Context: an optimization exercise on an open-source flow, tuned for small area, a short achievable clock period and few clock cycles per item. The choices shown serve that exercise and are no tape-out recipe. Function was checked by simulation only, so behaviour that the tests miss may differ from the original. Power and IR drop assume default switching activity.

==> design/flow/design.v <==
`timescale 1ns / 1ps
`default_nettype none
package rlbe_pkg;
   localparam int LITERAL_MAX_DEF = 128;
   localparam int REPEAT_MAX_DEF  = 129;
   localparam int CHUNK_BYTES_DEF = 8;
   localparam int BYTE_W      = 8;
   localparam int MAX_LANES   = 8;
   localparam int CHUNK_W     = BYTE_W * MAX_LANES;
   localparam int COUNT_W     = 4;
   localparam int RSP_TDATA_W = 72;
   typedef struct packed {
      logic              valid;
      logic [BYTE_W-1:0] data;
      logic              final_byte;
      logic              stream_end;
   } pack_byte_type;
endpackage
`default_nettype wire
`timescale 1ns / 1ps
`default_nettype none
module rlbe_packer (
   input  wire logic                           clock,
   input  wire logic                           reset,
   input  wire logic                           emit,
   input  wire logic [7:0]                     c_hdr,
   input  wire logic [7:0]                     c_ta,
   input  wire logic [7:0]                     c_tb,
   input  wire logic                           c_t0z,
   input  wire logic                           c_t1b,
   input  wire logic [1:0]                     c_nt,
   input  wire logic [4:0]                     c_klast,
   input  wire logic [4:0]                     c_trow,
   input  wire logic [2:0]                     c_tlane,
   input  wire logic                           c_user,
   input  wire logic [1023:0]                  rows,
   output logic                                d_v,
   output logic                                d_free,
   output logic                                d_adv,
   output logic                                rsp_tvalid,
   input  wire logic                           rsp_tready,
   output logic [rlbe_pkg::RSP_TDATA_W-1:0]    rsp_tdata,
   output logic                                rsp_tlast,
   output logic                                rsp_tuser
);
   logic [7:0]  d_hdr, d_ta, d_tb, d_t0, d_t1, d_t2;
   logic        d_t0z, d_t1b;
   logic [1:0]  d_nt;
   logic [2:0]  d_tlane;
   logic [7:0]  d_tl_oh, d_tl_lt;    
   logic [3:0]  d_lcnt;
   logic [2:0]  lcnt_m1;
   logic        d_user, d_first;
   logic [4:0]  rem;
   logic [5:0]  tcnt;
   logic        o_v, o_last, o_user;
   logic [63:0] o_data;
   logic [3:0]  o_cnt;
   logic        load, d_last, at_t, at_t1, pre_t;
   logic [63:0] row, chunk;
   logic [15:0] rsel;
   logic        last_ff, at_t_ff, at_t1_ff, pre_t_ff;
   assign d_last = last_ff;
   assign lcnt_m1 = d_tlane + {1'b0, d_nt} - 3'd1;
   assign d_lcnt  = {1'b0, lcnt_m1} + 4'd1;
   assign load   = d_v && (!o_v || rsp_tready);
   assign d_adv  = !o_v || rsp_tready;
   assign d_free = !d_v || (d_last && (!o_v || rsp_tready));
   assign at_t   = at_t_ff;
   assign at_t1  = at_t1_ff;
   assign pre_t  = pre_t_ff;
   always_comb begin
      row = '0;
      for (int r = 0; r < 16; r++)
         row = row | ({64{rsel[r]}} & rows[64*r +: 64]);
   end
   assign d_t0 = d_t0z ? 8'h00 : d_ta;
   assign d_t1 = d_t1b ? d_tb : 8'h01;
   assign d_t2 = d_tb;
   always_comb begin
      for (int j = 0; j < 8; j++) begin
         logic body, s0, s1, s2;
         body = pre_t || (at_t && d_tl_lt[j]);
         s0   = at_t && d_tl_oh[j] && (d_nt != 2'd0);
         s1   = (j >= 1) ? (at_t && d_tl_oh[(j + 7) % 8] && d_nt[1])
                         : (at_t1 && d_tl_oh[7] && d_nt[1]);
         s2   = (j >= 2) && at_t && d_tl_oh[(j + 6) % 8] && (d_nt == 2'd3);
         if (j == 0 && d_first)
            chunk[8*j +: 8] = d_hdr;
         else
            chunk[8*j +: 8] = ({8{body}} & row[8*j +: 8]) | ({8{s0}} & d_t0) |
                              ({8{s1}} & d_t1) | ({8{s2}} & d_t2);
      end
   end
   always_ff @(posedge clock) begin
      if (reset) begin
         d_v <= 1'b0;
         o_v <= 1'b0;
      end else begin
         if (emit) d_v <= 1'b1;
         else if (load && d_last) d_v <= 1'b0;
         o_v <= load || (o_v && !rsp_tready);
      end
      if (d_free) begin
         d_hdr   <= c_hdr;
         d_ta    <= c_ta;
         d_tb    <= c_tb;
         d_t0z   <= c_t0z;
         d_t1b   <= c_t1b;
         d_nt    <= c_nt;
         d_tlane <= c_tlane;
         for (int j = 0; j < 8; j++) begin
            d_tl_oh[j] <= (c_tlane == 3'(j));
            d_tl_lt[j] <= (3'(j) < c_tlane);
         end
         d_user  <= c_user;
         d_first <= 1'b1;
         rem     <= c_klast;
         tcnt    <= {1'b0, c_trow};
         last_ff  <= (c_klast == 5'd0);
         at_t_ff  <= (c_trow == 5'd0);
         at_t1_ff <= 1'b0;
         pre_t_ff <= (c_trow != 5'd0);
         rsel    <= 16'd1;
      end else if (load) begin
         d_first <= 1'b0;
         rem     <= rem - 5'd1;
         tcnt    <= tcnt - 6'd1;
         last_ff  <= (rem == 5'd1);
         at_t_ff  <= (tcnt == 6'd1);
         at_t1_ff <= at_t_ff;
         pre_t_ff <= pre_t_ff && (tcnt != 6'd1);
         rsel    <= {rsel[14:0], 1'b0};
      end
      if (load) begin
         o_data <= chunk;
         o_cnt  <= d_last ? d_lcnt : 4'd8;
         o_last <= d_last;
         o_user <= d_last && d_user;
      end
   end
   assign rsp_tvalid = o_v;
   assign rsp_tdata  = {4'd0, o_cnt, o_data};
   assign rsp_tlast  = o_last;
   assign rsp_tuser  = o_user;
endmodule
`default_nettype wire
`timescale 1ns / 1ps
`default_nettype none
module run_length_byte_encoder #(
   parameter int LITERAL_MAX = rlbe_pkg::LITERAL_MAX_DEF,
   parameter int REPEAT_MAX  = rlbe_pkg::REPEAT_MAX_DEF,
   parameter int CHUNK_BYTES = rlbe_pkg::CHUNK_BYTES_DEF
) (
   input  wire logic                           clock,
   input  wire logic                           reset,
   input  wire logic                           req_tvalid,
   output logic                                req_tready,
   input  wire logic [7:0]                     req_tdata,
   input  wire logic                           req_tlast,
   output logic                                rsp_tvalid,
   input  wire logic                           rsp_tready,
   output logic [rlbe_pkg::RSP_TDATA_W-1:0]    rsp_tdata,
   output logic                                rsp_tlast,
   output logic                                rsp_tuser
);
   logic       h_v, s_v, rdy;
   logic [7:0] h_d, s_d;
   logic       h_l, s_l, h_eq, s_eq;
   logic       in_eq;
   logic       go;
   logic       accept;
   logic       h_take;
   assign req_tready = rdy;
   assign accept     = req_tvalid && rdy;
   assign in_eq      = (req_tdata == h_d);
   assign h_take     = s_v ? go : (accept && (!h_v || go));
   always_ff @(posedge clock) begin
      if (reset) begin
         h_v <= 1'b0;
         s_v <= 1'b0;
         rdy <= 1'b1;
      end else begin
         if (s_v) begin
            h_v <= 1'b1;
            s_v <= !go;
            rdy <= go;
         end else begin
            h_v <= accept || (h_v && !go);
            s_v <= accept && h_v && !go;
            rdy <= !(accept && h_v && !go);
         end
      end
      if (h_take) begin
         h_d  <= s_v ? s_d  : req_tdata;
         h_l  <= s_v ? s_l  : req_tlast;
         h_eq <= s_v ? s_eq : in_eq;
      end
      if (!s_v) begin
         s_d  <= req_tdata;
         s_l  <= req_tlast;
         s_eq <= in_eq;
      end
   end
   logic       open_ff, ract_ff;
   logic [7:0] held_ff;
   logic [6:0] lcnt_ff, rm_ff;
   logic [4:0] wrow_ff;
   logic       lz_ff, lmax_ff, rmax_ff;
   logic       n_open, n_ract;
   logic [6:0] n_lcnt, n_rm;
   logic [4:0] n_wrow;
   logic [6:0] lcnt_p1, lcnt_m1, rm_p1;
   logic [4:0] lcnt_p2_row;
   logic       emit, swr;
   logic [7:0] c_hdr;
   logic       c_t0z, c_t1b;
   logic [6:0] c_nb;
   logic [1:0] c_nt;
   logic [4:0] c_klast, c_trow;
   logic [2:0] c_tlane;
   logic       d_v, d_free, d_busy_row, d_adv;
   logic [15:0] w_row;
   logic [7:0]  w_lane;
   logic [7:0]  w_data;
   assign lcnt_p1 = lcnt_ff + 7'd1;
   assign lcnt_m1 = lcnt_ff - 7'd1;
   assign rm_p1   = rm_ff + 7'd1;
   assign lcnt_p2_row = {1'b0, lcnt_ff[6:3]} + {4'd0, (lcnt_ff[2:1] == 2'b11)};
   always_comb begin
      emit    = 1'b0;
      swr     = 1'b0;
      n_open  = 1'b1;
      n_lcnt  = lcnt_ff;
      n_ract  = ract_ff;
      n_rm    = rm_ff;
      n_wrow  = wrow_ff;
      c_hdr   = 8'h01;
      c_nb    = 7'd0;
      c_nt    = 2'd1;
      c_t0z   = 1'b0;
      c_t1b   = 1'b0;
      c_klast = 5'd0;
      if (!open_ff) begin
         n_lcnt = 7'd0;
         n_wrow = 5'd0;
         n_ract = 1'b0;
      end else if (h_eq) begin
         if (!ract_ff) begin
            n_lcnt = 7'd0;
            n_wrow = 5'd0;
            n_ract = 1'b1;
            n_rm   = 7'd0;
            if (!lz_ff) begin
               emit    = 1'b1;
               c_hdr   = {lcnt_m1, 1'b1};
               c_nb    = lcnt_ff;
               c_nt    = h_l ? 2'd2 : 2'd0;
               c_t0z   = 1'b1;
               c_t1b   = 1'b1;
               c_klast = h_l ? lcnt_p2_row : {1'b0, lcnt_ff[6:3]};
            end else begin
               c_hdr = 8'h00;
            end
         end else if (!rmax_ff) begin
            n_rm  = rm_p1;
            c_hdr = {rm_p1, 1'b0};
         end else begin
            emit   = 1'b1;
            n_ract = 1'b0;
            c_hdr  = 8'hFE;
            c_nt   = h_l ? 2'd3 : 2'd1;
         end
      end else begin
         if (ract_ff) begin
            emit   = 1'b1;
            n_ract = 1'b0;
            n_lcnt = 7'd0;
            n_wrow = 5'd0;
            c_hdr  = {rm_ff, 1'b0};
            c_nt   = h_l ? 2'd3 : 2'd1;
         end else if (!lmax_ff) begin
            swr     = !h_l;
            n_lcnt  = lcnt_p1;
            n_wrow  = lcnt_p2_row;
            c_hdr   = {lcnt_p1, 1'b1};
            c_nb    = lcnt_ff;
            c_nt    = 2'd2;
            c_t1b   = 1'b1;
            c_klast = lcnt_p2_row;
         end else begin
            emit    = 1'b1;
            n_lcnt  = 7'd0;
            n_wrow  = 5'd0;
            c_hdr   = 8'hFF;
            c_nb    = 7'd127;
            c_nt    = h_l ? 2'd3 : 2'd1;
            c_klast = 5'd16;
         end
      end
      if (h_l) begin
         emit   = 1'b1;
         n_open = 1'b0;
         n_lcnt = 7'd0;
         n_wrow = 5'd0;
         n_ract = 1'b0;
      end
   end
   always_comb begin
      if (c_nb == 7'd0) begin
         c_trow  = 5'd0;
         c_tlane = 3'd1;
      end else if (c_nb == 7'd127) begin
         c_trow  = 5'd16;
         c_tlane = 3'd0;
      end else begin
         c_trow  = wrow_ff;
         c_tlane = lcnt_p1[2:0];
      end
   end
   assign d_busy_row = d_v && !d_adv;
   assign go = h_v && !(emit && !d_free) && !(swr && d_busy_row);
   always_ff @(posedge clock) begin
      if (reset) begin
         open_ff <= 1'b0;
         ract_ff <= 1'b0;
         lcnt_ff <= 7'd0;
         wrow_ff <= 5'd0;
         lz_ff   <= 1'b1;
         lmax_ff <= 1'b0;
         w_lane  <= 8'd0;
      end else begin
         if (go) begin
            open_ff <= n_open;
            ract_ff <= n_ract;
            lcnt_ff <= n_lcnt;
            wrow_ff <= n_wrow;
            lz_ff   <= (n_lcnt == 7'd0);
            lmax_ff <= (n_lcnt == 7'd127);
         end
         for (int j = 0; j < 8; j++) w_lane[j] <= go && swr && (lcnt_p1[2:0] == 3'(j));
      end
      if (go) begin
         held_ff <= h_d;
         rm_ff   <= n_rm;
         rmax_ff <= (n_rm == 7'd127);
      end
      for (int r = 0; r < 16; r++) w_row[r] <= (lcnt_p1[6:3] == 4'(r));
      w_data <= held_ff;
   end
   logic [1023:0] rows;
   logic [7:0]  slot [128];
   always_comb slot[0] = 8'h00;
   for (genvar s = 1; s < 128; s++) begin : g_slot
      always_ff @(posedge clock) begin
         if (w_row[s / 8] && w_lane[s % 8]) slot[s] <= w_data;
      end
   end
   for (genvar r = 0; r < 16; r++) begin : g_row
      for (genvar j = 0; j < 8; j++) begin : g_lane
         assign rows[64*r + 8*j +: 8] = slot[8*r + j];
      end
   end
   rlbe_packer u_packer (
      .clock      (clock),
      .reset      (reset),
      .emit       (go && emit),
      .c_hdr      (c_hdr),
      .c_ta       (open_ff ? held_ff : h_d),
      .c_tb       (h_d),
      .c_t0z      (c_t0z),
      .c_t1b      (c_t1b),
      .c_nt       (c_nt),
      .c_klast    (c_klast),
      .c_trow     (c_trow),
      .c_tlane    (c_tlane),
      .c_user     (h_l),
      .rows       (rows),
      .d_v        (d_v),
      .d_free     (d_free),
      .d_adv      (d_adv),
      .rsp_tvalid (rsp_tvalid),
      .rsp_tready (rsp_tready),
      .rsp_tdata  (rsp_tdata),
      .rsp_tlast  (rsp_tlast),
      .rsp_tuser  (rsp_tuser)
   );
endmodule
`default_nettype wire
==> design/flow/run.sh <==
#!/bin/bash
# synth_recipe.tcl (not shown) runs the flow's synth.tcl, then flattens the netlist and writes it again
# the make line also repeats each setting of config.mk as NAME=value (left out here)
make -C /OpenROAD-flow-scripts/flow DESIGN_CONFIG=/design/flow/config.mk WORK_HOME=/design/flow/orfs CLKGATE_MAP_FILE= SYNTH_SCRIPT=/design/flow/synth_recipe.tcl finish
==> design/flow/config.mk <==
export PLATFORM = sky130hd
export DESIGN_NAME = run_length_byte_encoder
export DESIGN_NICKNAME = run_length_byte_encoder
export VERILOG_FILES = /design/flow/design.v
export SDC_FILE = /design/flow/constraint.sdc
export NUM_CORES = 4
export LEC_CHECK = 0
export CAP_MARGIN = 20
export CORE_MARGIN = 2
export CORE_UTILIZATION = 65
export CTS_CLUSTER_DIAMETER = 80
export CTS_CLUSTER_SIZE = 28
export PLACE_DENSITY = 0.75
export SETUP_SLACK_MARGIN = 3.6
export SLEW_MARGIN = 20
==> design/flow/constraint.sdc <==
create_clock -name core_clock -period 6.0 [get_ports {clock}]
set_input_delay 1.2000 -clock core_clock [delete_from_list [all_inputs] [get_ports {clock}]]
set_output_delay 1.2000 -clock core_clock [all_outputs]
set_load 0.01 [all_outputs]
==> metrics.md, run 1 <==
| Metric | Value |
|---|---|
| Num CTS Buffers | `52` |
| FF+latch area | `about 0.037 mm2` |
| Post-synthesis mux area share | `less than 1%` |
| Clock Path Buffers | `3` |
| Core Region | `slightly above 0.07 mm2` |
| Seq/Total Area, Yosys | `a little under 80%` |
| Total power | `between 10 and 15 mW` |
| 1st-iter DRT viols | `4894` |
| Input/output buffers | `84` |
| Simple-Gate Fraction of Synth Area | `6.92%` |
| FF-to-FF path depth | `5` |
| Synth async-reset ratio | `0%` |
| Tightest Pin Transition | `approximately 1100 ps` |
| CP Depth | `1` |
| Routed WL | `~130 mm` |
| Crit. End Element | `primary output` |
| Combinational fraction of design power | `around 3%` |
| Hold violation count in the final report | `0` |
| Die area | `around 0.075 mm2` |
| Worst path slowest cell | `edfxtp_1` |
| Unrepaired setup endpoints after global routing | `yes` |
| Clk pwr share | `29.7%` |
| TritonCTS clock tree | `yes` |
| Die width | `roughly 270 um` |
| Nets | `2975` |
| Number of global-route vias before repair | `between 20k and 30k` |
| Crit-path max cell delay | `approximately 490 ps` |
| Layout area overhead | `7.42%` |
| Die H | `between 200 and 300 um` |
| Final GP Congestion | `about 0.90` |
| Final ANT Viol Nets | `0` |
| CP delay by family, top | `flip-flops` |
| Gr ovfl total | `0` |
| Hpwl dp | `just under 80 mm` |
| GRT Overall Usage | `35.2%` |
| Dpl cells | `3825` |
| List of most frequent post-synthesis cells | `1171 x edfxtp_1, 298 x a22oi_1, 142 x nor2_1` |
| Hold Crit Class | `flip-flop to flip-flop` |
| Crit Path Max Fanout | `1` |
| Main synth FF type | `edfxtp_1` |
| Complex-gate fraction of the synthesized area | `approximately an eighth` |
| Max-cap check violation count | `0` |
| Xor and xnor fraction of the mapped netlist area | `less than 1%` |
| DRC Markers | `0` |
| Core Rows | `99` |
| CP Cell Sequence | `buf_2` |
| Clk_skew | `between 30 and 40 ps` |
| Total clock sinks | `1252` |
| Via Count | `between 20k and 30k` |
| Flops & latches, synth | `1252` |
| Status | `complete, no violations` |
| Max-slew violation count | `0` |
| Warnings from Yosys | `3` |
| Synth top area share | `74.1%` |
| Cts hold-fix bufs | `0` |
| Global-route wire length before repair | `188 mm` |
| Leak | `16.1 nW` |
| Final setup viols | `0` |
| FILL cells | `4590` |
| Buffers & Inverters on Critical Path | `1` |
| Sw power | `just over 3 mW` |
| Synth Instances | `~2.9k` |
| WP data required | `4800 ps` |
| Leading area contributor after synthesis | `edfxtp_1` |
| Crit Path Class | `flip-flop to primary output` |
| Worst hold stages | `0` |
| Most numerous cell in the Yosys netlist | `edfxtp_1` |
| Reg clk slew, reported paths | `110 ps` |
| Internal power | `~12 mW` |
| Num ports | `89` |
| Place WS | `2490 ps` |
| Clock H-tree levels | `2` |
| Final Worst Setup Slack | `3460 ps` |
| Post-synth EDFFs | `1171` |
| Vias per cell | `about 7.3` |
| Setup_tns | `0 ps` |
| Worst skew pair latency | `670 ps` |
| P per Cell Area | `286 mW/mm2` |
| Drt wl/cell | `between 30 and 40 um` |
| Sequential Power Share | `just under 70%` |
| CP Launch Type | `flip-flop` |
| Area of the multi-input gates | `just over 0.01 mm2` |
| Root Buffer Master | `clkbuf_16` |
| Finished Layout Cells | `between 3k and 4k` |
| Layout Utilization | `70.3%` |
| Avg Cell Area, Syn | `between 15 and 20 um2` |
| Proportion of layout cells with a drive suffix above 1 | `around 10%` |
| Drt first pass iters | `7` |
| Synth cell types | `72` |
| Maximum vdd drop | `between 0.2 and 0.3 mV` |
| Initial antenna violation count | `7` |
| Slew Limit Headroom | `24.2%` |
| Initial core utilization | `65.4%` |
| Final worst path period need | `approximately 2500 ps` |
| Final period utilization | `between 40 and 50%` |
| Arr. time, crit path | `approximately 1300 ps` |
| Max Freq | `about 390 MHz` |
| Adder-Cell Fraction of Synth Area | `less than 1%` |
| Mapped Area | `between 0.04 and 0.05 mm2` |
| Synth top area cells | `edfxtp_1 74%, a22oi_1 4.7%, dfxtp_1 3.4%, a22o_1 2.0%, a221oi_1 2.0%` |
| Largest net degree at the start of global routing | `112` |
| Main combinational cell family by area after synthesis | `compound AO/OA/AOI/OAI gates` |
| Sw Share | `20.9%` |
[worst reg2reg max path: stages (launching register included)]
cell	delay, ps
dfxtp_2	560
buf_4	390
a22oi_1	290
nand4_1	280
o21bai_1	360
o221ai_1	290
[cells by family (layout without fill, tap and decap cells)]
| kind of cell | Yosys count | in the layout |
|---|---|---|
| xor+xnor | 38 | 38 |
| fa+ha+maj | 18 | 18 |
| compound gates | 744 | 744 |
| mux | 20 | 20 |
| flops | 1252 | 1252 |
| buf+inv | 215 | 254 |
| simple gates | 637 | 638 |
| other cells | 1 | 35 |
[registers in the layout, summed over array words and instances, names as in the netlist, 5 cells and up]
signal and cells:
u_packer.tcnt 6, u_packer.d_ta 8, u_packer.rem 5, lcnt_ff 7, u_packer.d_hdr 8, u_packer.d_tl_oh 8, u_packer.d_tb 8, s_d 8
wrow_ff 5, u_packer.rsel 16, slot 1016, u_packer.o_data 64, w_lane 8, h_d 8, w_data 8, held_ff 8
w_row 16, u_packer.d_tl_lt 7, rm_ff 7
[through the flow]
| stage | area (um2) | hold WS (ps) |
|---|---|---|
| floorplan | 47600 | 342 |
| CTS | 50700 | 395 |
| global route | 50900 | 401 |
| detailed placement | 49200 | 371 |
| finish | 51000 | 395 |
| global placement | 49200 | 352 |
[cells in the final DEF, fill, tap and decap left out, types with 8 or more instances in the layout]
cell             Yosys  layout
a221o_1              8       8
inv_1               25      23
o22ai_1             16      16
a22oi_1            298     298
nand4_1             46      46
o221ai_1            49      49
xor2_1              10       9
clkbuf_1           130      15
and3_1              27      27
xnor2_1             28      28
mux2_2              19      19
a22o_1             108     108
edfxtp_1          1171    1171
buf_2                7      67
nor3_1              14      13
dfxtp_4              0      18
diode_2              0      31
nor2_1             142     139
a221oi_1           106     100
buf_4                5      50
clkbuf_16            0      56
o21ai_0             28      25
nand2_1            102     100
and2_1             134     133
nand2b_1            23      20
ha_1                18      16
clkdlybuf4s50_1      0      11
dfxtp_1             81      47
buf_6                2      14
a21oi_1             63      59
a222oi_1             8       8
nor2b_1             33      32
nand3_1             92      92
dfxtp_2              0      16
[repair_timing]
item | in CTS | in global routing
pin swaps | 6 | 3
gates cloned | 1 | 1
buffers inserted | 13 | 9
endpoints found under the setup margin | 332 | 161
gates resized for setup | 341 | 28
[final timing paths]
path | from | to | slack [ps]
worst max register to register | u_packer.rsel[4] | u_packer.o_data[24] | 3530
worst min register to register | held_ff[4] | w_data[4] | 400
worst max-delay path | u_packer.o_data[9] | rsp_tdata[9] | 3460
worst min-delay path | held_ff[4] | w_data[4] | 400
[power groups by stage]
stage / Sequential, mW / Clock [mW] / Combinational (mW)
finish: 9.81 / 4.32 / 0.431
global route: 9.82 / 4.59 / 0.453
CTS: 9.80 / 4.29 / 0.412
detailed placement: 10.0 / 0 / 0.408
global placement: 10.0 / 0 / 0.392
floorplan: 9.98 / 0 / 0.194
[area by class of cell]
type | count | area share (%)
diodes | 31 | 0.152
clock buffers | 71 | 2.82
clock inverters | 7 | 0.226
inverters | 28 | 0.255
multi-input cells | 1462 | 19.8
flip-flops and latches | 1252 | 72.3
well taps | 959 | 2.35
repair buffers | 148 | 2.14
[per-layer routing]
layer | up-vias | part of all wire [%] | global-route usage (%)
li1 | 11800 | - | -
met1 | 14300 | 36 | 49.4
met2 | 2260 | 47 | 53.8
met3 | 337 | 13 | 8.35
met4 | 4 | 4.4 | 14.6
met5 | - | 0.095 | 0
Testbench counts, summed over its fixed seeds: cycles 21,589, items 21,130.
==> run 2: changes to the inputs <==
--- a/design/flow/design.v
+++ b/design/flow/design.v
@@ -220,8 +220,8 @@
    logic [4:0] c_klast, c_trow;
    logic [2:0] c_tlane;
    logic       d_v, d_free, d_busy_row, d_adv;
-   logic [15:0] w_row;
-   logic [7:0]  w_lane;
+   logic [15:0] w_row_n;    
+   logic [7:0]  w_lane_n;   
    logic [7:0]  w_data;
    assign lcnt_p1 = lcnt_ff + 7'd1;
    assign lcnt_m1 = lcnt_ff - 7'd1;
@@ -328,7 +328,7 @@
          wrow_ff <= 5'd0;
          lz_ff   <= 1'b1;
          lmax_ff <= 1'b0;
-         w_lane  <= 8'd0;
+         w_lane_n <= 8'hFF;
       end else begin
          if (go) begin
             open_ff <= n_open;
@@ -338,14 +338,14 @@
             lz_ff   <= (n_lcnt == 7'd0);
             lmax_ff <= (n_lcnt == 7'd127);
          end
-         for (int j = 0; j < 8; j++) w_lane[j] <= go && swr && (lcnt_p1[2:0] == 3'(j));
+         for (int j = 0; j < 8; j++) w_lane_n[j] <= !(go && swr && (lcnt_p1[2:0] == 3'(j)));
       end
       if (go) begin
          held_ff <= h_d;
          rm_ff   <= n_rm;
          rmax_ff <= (n_rm == 7'd127);
       end
-      for (int r = 0; r < 16; r++) w_row[r] <= (lcnt_p1[6:3] == 4'(r));
+      for (int r = 0; r < 16; r++) w_row_n[r] <= (lcnt_p1[6:3] != 4'(r));
       w_data <= held_ff;
    end
    logic [1023:0] rows;
@@ -353,7 +353,7 @@
    always_comb slot[0] = 8'h00;
    for (genvar s = 1; s < 128; s++) begin : g_slot
       always_ff @(posedge clock) begin
-         if (w_row[s / 8] && w_lane[s % 8]) slot[s] <= w_data;
+         if (!(w_row_n[s / 8] || w_lane_n[s % 8])) slot[s] <= w_data;
       end
    end
    for (genvar r = 0; r < 16; r++) begin : g_row
==> run 2 against run 1 <==
Net effect: critical endpoint is now rsp_tdata[7]; synthesized cell count up 1.5%; cell count is 0.35% lower; power is 0.47% lower; still clean on timing, DRC and antenna; hold slack worse by 16 ps; wire length increased by 1.2%; combinational power up 7.7%; setup slack improved by 58 ps; cell area fell by 0.24%; clock power fell by 2%; critical path type unchanged; sequential cell count did not move; critical path depth unchanged; register-to-register slack improved by 60 ps; largest cell class unchanged.
==> metrics.md, run 2 <==
| Metric | Value |
|---|---|
| Status | `complete, no violations` |
| Flops & latches, synth | `~1.3k` |
| Total clock sinks | `between 1k and 1.5k` |
| Reg clk slew, reported paths | `110 ps` |
| Nets | `2988` |
| Hold violation count in the final report | `0` |
| Origin of the worst setup path | `u_packer.o_data[7]` |
| Synth top area share | `74.1%` |
| Drt wl/cell | `34.0 um` |
| Die H | `about 270 um` |
| Via Count | `a little under 30k` |
| Clk_skew | `around 22 ps` |
| Hpwl dp | `approximately 82 mm` |
| Clock Path Buffers | `3` |
| FF-to-FF path depth | `6` |
| Die width | `about 270 um` |
| DRC Markers | `0` |
| Leak | `around 16 nW` |
| Unrepaired setup endpoints after global routing | `yes` |
| List of most frequent post-synthesis cells | `1171 x edfxtp_1, 290 x a22oi_1, 232 x nor2_1` |
| Hold Crit Class | `flip-flop to flip-flop` |
| Main synth FF type | `edfxtp_1` |
| Sw power | `~3.0 mW` |
| Reg2reg start | `u_packer.rsel[2]` |
| Largest net degree at the start of global routing | `about 100` |
| Slew Limit Headroom | `a little over a fifth` |
| Crit-path max cell delay | `450 ps` |
| Worst skew pair latency | `660 ps` |
| Setup crit end | `rsp_tdata[7]` |
| Clk pwr share | `between 20% and 30%` |
| Layout area overhead | `7.26%` |
| Tightest Pin Transition | `between 1000 and 1500 ps` |
| Crit Path Max Fanout | `1` |
| Gr ovfl total | `0` |
| Final period utilization | `between 40% and 50%` |
| Initial antenna violation count | `1` |
| GRT Overall Usage | `a little over a third` |
| WP data required | `roughly 4800 ps` |
| Max Freq | `403 MHz` |
| Proportion of layout cells with a drive suffix above 1 | `11.0%` |
| Most frequent cells in the layout | `1171 x edfxtp_1, 290 x a22oi_1, 205 x nor2_1` |
| Final setup viols | `0` |
| Core Region | `~0.073 mm2` |
| Sequential Power Share | `67.7%` |
| P per Cell Area | `~280 mW/mm2` |
| Initial core utilization | `about 65%` |
| Arr. time, crit path | `approximately 1300 ps` |
| Reg with most FFs | `slot` |
| Num CTS Buffers | `52` |
| Avg Cell Area, Syn | `roughly 16 um2` |
| R2R Path End | `u_packer.o_data[6]` |
| Maximum vdd drop | `between 0.4 and 0.5 mV` |
| Synth top area cells | `edfxtp_1 74%, a22oi_1 4.6%, dfxtp_1 3.4%, a221oi_1 2.0%, a22o_1 2.0%` |
| Drt first pass iters | `6` |
| Setup_tns | `0 ps` |
| Max-cap check violation count | `0` |
| TritonCTS clock tree | `yes` |
| Crit. End Element | `primary output` |
| Sw Share | `roughly a fifth` |
| Post-synth EDFFs | `roughly 1.2k` |
| Most common library cell in the layout ignoring fill and taps | `edfxtp_1` |
| Synth async-reset ratio | `0%` |
| Num ports | `between 80 and 90` |
| Mapped Area | `roughly 0.047 mm2` |
| Seq/Total Area, Yosys | `77.5%` |
| Final worst path period need | `about 2500 ps` |
| Place WS | `between 2000 and 2500 ps` |
| Worst R2R Setup Slack | `~3600 ps` |
| Leading area contributor after synthesis | `edfxtp_1` |
| CP Cell Sequence | `buf_2` |
| Synth Instances | `between 2k and 3k` |
| Root Buffer Master | `clkbuf_16` |
| CP Depth | `1` |
| Die area | `between 0.07 and 0.08 mm2` |
| 1st-iter DRT viols | `slightly below 5k` |
| Vias per cell | `~7.3` |
| Input/output buffers | `84` |
| Area of the multi-input gates | `0.0101 mm2` |
| Global-route wire length before repair | `191 mm` |
| Crit Path Class | `flip-flop to primary output` |
| Layout Utilization | `a little over two thirds` |
| Final ANT Viol Nets | `0` |
| Buffers & Inverters on Critical Path | `1` |
| CP delay by family, top | `flip-flops` |
| Hold_ws | `between 300 and 400 ps` |
| CP Launch Type | `flip-flop` |
| Biggest regs | `slot x1016, u_packer.o_data x64` |
| Warnings from Yosys | `3` |
| Internal power | `~11 mW` |
| Synth cell types | `70` |
| Max-slew violation count | `0` |
| Number of global-route vias before repair | `approximately 28k` |
| Final GP Congestion | `roughly 1.0` |
| Clock H-tree levels | `2` |
| FF+latch area | `around 0.037 mm2` |
| Routed WL | `134 mm` |
| Final Worst Setup Slack | `about 3500 ps` |
| FILL cells | `between 4k and 5k` |
| Combinational fraction of design power | `~3.2%` |
| Worst path slowest cell | `edfxtp_1` |
| Most numerous cell in the Yosys netlist | `edfxtp_1` |
| Max reg flops | `1016` |
| Core Rows | `99` |
==> run 2: area by class of cell <==
type / count / area share [%]
inverter: 29 / 0.236
sequential: 1252 / 72.5
clock inverter: 9 / 0.184
timing repair buffer: 146 / 2.17
multi-input combinational: 1476 / 19.8
clock buffer: 70 / 2.73
antenna: 3 / 0.0148
tap: 959 / 2.36
==> run 2: timing repair <==
| item | 4_1_cts | 5_1_grt |
|---|---|---|
| gates cloned | 1 | 2 |
| hold buffers | 0 | 0 |
| setup endpoints to repair | 332 | 160 |
| setup buffers | 9 | 12 |
| resized for setup | 388 | 34 |
| pin swaps | 7 | 8 |
==> run 2: per-layer routing <==
layer / wire length, um / vias to the layer above / global-route usage, %
met2: 62200 / 2261 / 54.9
met5: 12 / - / 0
met4: 8310 / 2 / 18.2
met1: 47000 / 14500 / 48.7
met3: 16800 / 373 / 7.70
li1: - / 11800 / -
==> run 2: worst min path at each step <==
stage	startpoint	endpoint	cells past startpoint
after floorplan	held_ff[0]	w_data[0]	0
after global placement	held_ff[1]	w_data[1]	0
after detailed placement	held_ff[1]	w_data[1]	0
after CTS	held_ff[1]	w_data[1]	0
after global routing	held_ff[4]	w_data[4]	0
final	held_ff[1]	w_data[1]	0
==> run 2: per-stage QoR <==
stage | instance area (um2) | std cells | power [mW]
2_1_floorplan | 47500 | 2971 | 10.2
3_3_place_gp | 49100 | 3837 | 10.4
3_5_place_dp | 49100 | 3837 | 10.5
4_1_cts | 50600 | 3926 | 14.4
5_1_grt | 50900 | 3941 | 14.8
6_report | 50900 | 3944 | 14.5
==> run 2: cells by family after synthesis <==
kind of cell             after synthesis  share of synthesized area (%)
AO/OA/AOI/OAI                        764                           12.5
XOR/XNOR                              36                          0.665
adder cells (fa/ha/maj)               18                          0.475
buffers and inverters                246                           2.03
flip-flops                          1252                           77.5
multiplexers                          21                          0.491
other                                  1                        0.00790
AND/OR/NAND/NOR                      630                           6.35
==> run 2: power by group through the flow <==
| stage | registers [mW] | logic (mW) | clock network (mW) |
|---|---|---|---|
| final | 9.82 | 0.464 | 4.22 |
| after global routing | 9.82 | 0.490 | 4.47 |
| after CTS | 9.81 | 0.435 | 4.20 |
| after detailed placement | 10.0 | 0.438 | 0 |
| after global placement | 10.0 | 0.422 | 0 |
| after floorplan | 9.99 | 0.221 | 0 |
Testbench counts of run 2, summed over its fixed seeds: cycles 21,589, items 21,130.

## re-timing with driven ports
How much do the figures lean on ideal ports? The routed layouts below were timed once more, with nothing changed but the port constraints. Step 1 sets driving cells, clkbuf_16 on the clock port and buf_2 on the other inputs (assumed; they add their load-dependent delay and slew). Step 2, shift: input delay + t, output delay - t, t = (earliest + latest rising clock arrival at the registers) / 2. This alone moves slack from input paths to output paths. Slacks: ideal / step 1 / step 2; pairs: ideal / step 1.
run	t, ns	setup WS [ns]	clock arrival spread, ns	cell pins on the clock port's net
run 1	0.720	3.462 / 3.392 / 3.139	0.035 / 0.035	1
run 2	0.719	3.520 / 3.453 / 2.953	0.026 / 0.026	1
After both steps every run listed still meets setup and hold. The setup slack of run 2, which loses most, moves by -0.067 ns with the drivers and by -0.567 ns with both steps.
